Background: an optimization exercise with open tools, aiming at small area and a short achievable clock period. Do not read the settings as production practice.
Only simulation tests tie the RTL to the original design; equivalence was not proved.

## run A
==> module if_col, before the edit <==
module if_col (
  input  logic [255:0] q,
  input  logic [255:0] rsel,
  input  logic         extra,
  output logic         y
);
  assign y = (|(q & rsel)) | extra;
endmodule
==> module instr_fetch, before the edit <==
module instr_fetch (
  input  logic        Clock,
  input  logic        Reset,
  input  logic        Start,
  input  logic        LoadEn,
  input  logic [7:0]  LoadAddr,
  input  logic [15:0] LoadData,
  input  logic        Stall,
  output logic [15:0] Instruction,
  output logic        InstrValid,
  output logic [7:0]  PC,
  output logic        Halted
);
  logic               running;
  logic               wr_en;
  logic               wr_byp;     
  logic [7:0]         wr_addr;
  logic [15:0]        wr_data;
  logic               phase;
  always_ff @(posedge Clock) begin
    wr_en   <= LoadEn & ~running;
    wr_byp  <= LoadEn & ~running & (LoadAddr == 8'd0);
    wr_addr <= LoadAddr;
    wr_data <= LoadData;
    phase   <= ~phase;
  end
  logic [15:0]  wdec_hi, wdec_lo;
  logic [255:0] wsel, keep;
  logic [15:0]  dd;
  for (genvar k = 0; k < 16; k++) begin : g_wdec
    assign wdec_hi[k] = wr_en & (wr_addr[7:4] == 4'(k));
    assign wdec_lo[k] = (wr_addr[3:0] == 4'(k));
  end
  for (genvar i = 0; i < 256; i++) begin : g_wsel
    assign wsel[i] = wdec_hi[i / 16] & wdec_lo[i % 16];
    assign keep[i] = ~wsel[i];
  end
  assign dd = wr_data ^ {16{phase}};
  logic [15:0]  rd_hi, rd_lo;
  logic [255:0] rsel;
  for (genvar i = 0; i < 256; i++) begin : g_rsel
    if (i == 0) begin : g_z
      assign rsel[i] = rd_hi[0] & rd_lo[0] & ~wr_byp;
    end else begin : g_nz
      assign rsel[i] = rd_hi[i / 16] & rd_lo[i % 16];
    end
  end
  logic [255:0][15:0] cells;
  logic [15:0][255:0] cols;
  logic [15:0]        raw;
  logic [15:0]        word;
  for (genvar i = 0; i < 256; i++) begin : g_word
    for (genvar b = 0; b < 16; b++) begin : g_bit
      if_cell u_cell (
        .Clock (Clock),
        .wsel  (wsel[i]),
        .keep  (keep[i]),
        .dd    (dd[b]),
        .q     (cells[i][b])
      );
      assign cols[b][i] = cells[i][b];
    end
  end
  for (genvar b = 0; b < 16; b++) begin : g_col
    if_col u_col (.q(cols[b]), .rsel(rsel), .extra(dd[b] & wr_byp), .y(raw[b]));
  end
  assign word = raw ^ {16{phase}};
  logic spec, is_jmp, is_halt;
  logic adv, step, jump, hold;
  logic [15:0] jhi, jlo;
  assign spec    = word[15] & word[14] & word[13];
  assign is_jmp  = spec & ~word[12];
  assign is_halt = spec & word[12];
  assign adv     = running & ~Stall;
  assign step    = adv & ~spec;
  assign jump    = adv & is_jmp;
  assign hold    = running & (Stall | is_halt);
  for (genvar k = 0; k < 16; k++) begin : g_jdec
    assign jhi[k] = (word[7:4] == 4'(k));
    assign jlo[k] = (word[3:0] == 4'(k));
  end
  logic [15:0] rd_hi_n, rd_lo_n;
  for (genvar k = 0; k < 16; k++) begin : g_rdn
    localparam int KM = (k + 15) % 16;
    assign rd_lo_n[k] = (~running & (k == 0)) | (hold & rd_lo[k]) |
                        (step & rd_lo[KM]) | (jump & jlo[k]);
    assign rd_hi_n[k] = (~running & (k == 0)) |
                        ((hold | (step & ~rd_lo[15])) & rd_hi[k]) |
                        (step & rd_lo[15] & rd_hi[KM]) | (jump & jhi[k]);
  end
  always_ff @(posedge Clock) begin
    rd_hi <= rd_hi_n;
    rd_lo <= rd_lo_n;
  end
  always_ff @(posedge Clock or negedge Reset) begin
    if (!Reset) begin
      running     <= 1'b0;
      PC          <= '0;
      Instruction <= '0;
      InstrValid  <= 1'b0;
      Halted      <= 1'b0;
    end else if (!running) begin
      InstrValid <= 1'b0;
      if (Start) begin
        running <= 1'b1;
        PC      <= '0;
        Halted  <= 1'b0;
      end
    end else if (!Stall) begin
      if (is_jmp) begin
        PC         <= word[7:0];
        InstrValid <= 1'b0;
      end else if (is_halt) begin
        running    <= 1'b0;
        Halted     <= 1'b1;
        InstrValid <= 1'b0;
      end else begin
        Instruction <= word;
        InstrValid  <= 1'b1;
        PC          <= PC + 8'd1;
      end
    end
  end
endmodule
clock: 6.0 ns
lec_check: 0
cap_margin: 20
core_margin: 2
core_utilization: 55
cts_cluster_diameter: 80
cts_cluster_size: 22
setup_slack_margin: 3.0
slew_margin: 20
synth_hierarchical: 1
run.sh (not shown) runs the stock make flow with config.mk's settings and CLKGATE_MAP_FILE= SYNTH_SCRIPT=/design/flow/synth_recipe.tcl, a recipe that flattens the netlist after the stock synthesis.
> inputs changed (run A -> run B)
--- a/flow/design.v
+++ b/flow/design.v
@@ -7,17 +7,23 @@
 );
   always_ff @(posedge Clock) begin
     q <= ~((q | wsel) & (dd | keep));
   end
 endmodule
-module if_col (
-  input  logic [255:0] q,
-  input  logic [255:0] rsel,
-  input  logic         extra,
-  output logic         y
+module if_rsel (
+  input  logic [15:0]  hi,
+  input  logic [15:0]  lo,
+  input  logic         byp,
+  output logic [255:0] rsel
 );
-  assign y = (|(q & rsel)) | extra;
+  for (genvar i = 0; i < 256; i++) begin : g_rsel
+    if (i == 0) begin : g_z
+      assign rsel[i] = hi[0] & lo[0] & ~byp;
+    end else begin : g_nz
+      assign rsel[i] = hi[i / 16] & lo[i % 16];
+    end
+  end
 endmodule
 module instr_fetch (
   input  logic        Clock,
   input  logic        Reset,
   input  logic        Start,
@@ -55,17 +61,11 @@
     assign keep[i] = ~wsel[i];
   end
   assign dd = wr_data ^ {16{phase}};
   logic [15:0]  rd_hi, rd_lo;
   logic [255:0] rsel;
-  for (genvar i = 0; i < 256; i++) begin : g_rsel
-    if (i == 0) begin : g_z
-      assign rsel[i] = rd_hi[0] & rd_lo[0] & ~wr_byp;
-    end else begin : g_nz
-      assign rsel[i] = rd_hi[i / 16] & rd_lo[i % 16];
-    end
-  end
+  if_rsel u_rsel (.hi(rd_hi), .lo(rd_lo), .byp(wr_byp), .rsel(rsel));
   logic [255:0][15:0] cells;
   logic [15:0][255:0] cols;
   logic [15:0]        raw;
   logic [15:0]        word;
   for (genvar i = 0; i < 256; i++) begin : g_word
@@ -79,11 +79,11 @@
       );
       assign cols[b][i] = cells[i][b];
     end
   end
   for (genvar b = 0; b < 16; b++) begin : g_col
-    if_col u_col (.q(cols[b]), .rsel(rsel), .extra(dd[b] & wr_byp), .y(raw[b]));
+    assign raw[b] = (|(cols[b] & rsel)) | (dd[b] & wr_byp);
   end
   assign word = raw ^ {16{phase}};
   logic spec, is_jmp, is_halt;
   logic adv, step, jump, hold;
   logic [15:0] jhi, jlo;
- NOTE cell count after placement run A->run B increased by a little under 10%
- In the metrics for run A and run B, the one carrying the lower vertical die dimension is run A.
- The lower sequential-to-total area share from yosys stat of run A and run B is in run B.
- Measured against run B, the last weighted congestion value of the routability-driven placer of run A comes out at 0.64 times the reference value.
- Looking at count of standard-cell rows, run B sits 0.55% above run A.
- Run B | ERROR | global routing

==> static timing again, ports no longer ideal <==
No port has a modelled driver above. Below, the same layout with a new extraction and two added sets of constraints. Step 1 sets driving cells, clkbuf_16 on the clock port and buf_2 on the other inputs (assumed; they add their load-dependent delay and slew). Step 2 moves the port delays by t, midway between the first and last clock arrival at a register: inputs arrive t later, outputs are due t later. That takes back most of the time a late clock gives input paths. Three values: ideal, step 1, step 2; two values: the first two.
run: run A
t, ns: 1.003
slack for setup (ns): 1.796 / 1.796 / 1.796
worst setup path after step 2: register to register
worst data-port slew with drivers (ns): 0.06
After both steps setup and hold are still met in run A. The setup slack of run A moves by 0.000 ns with the drivers and by 0.000 ns with both steps.
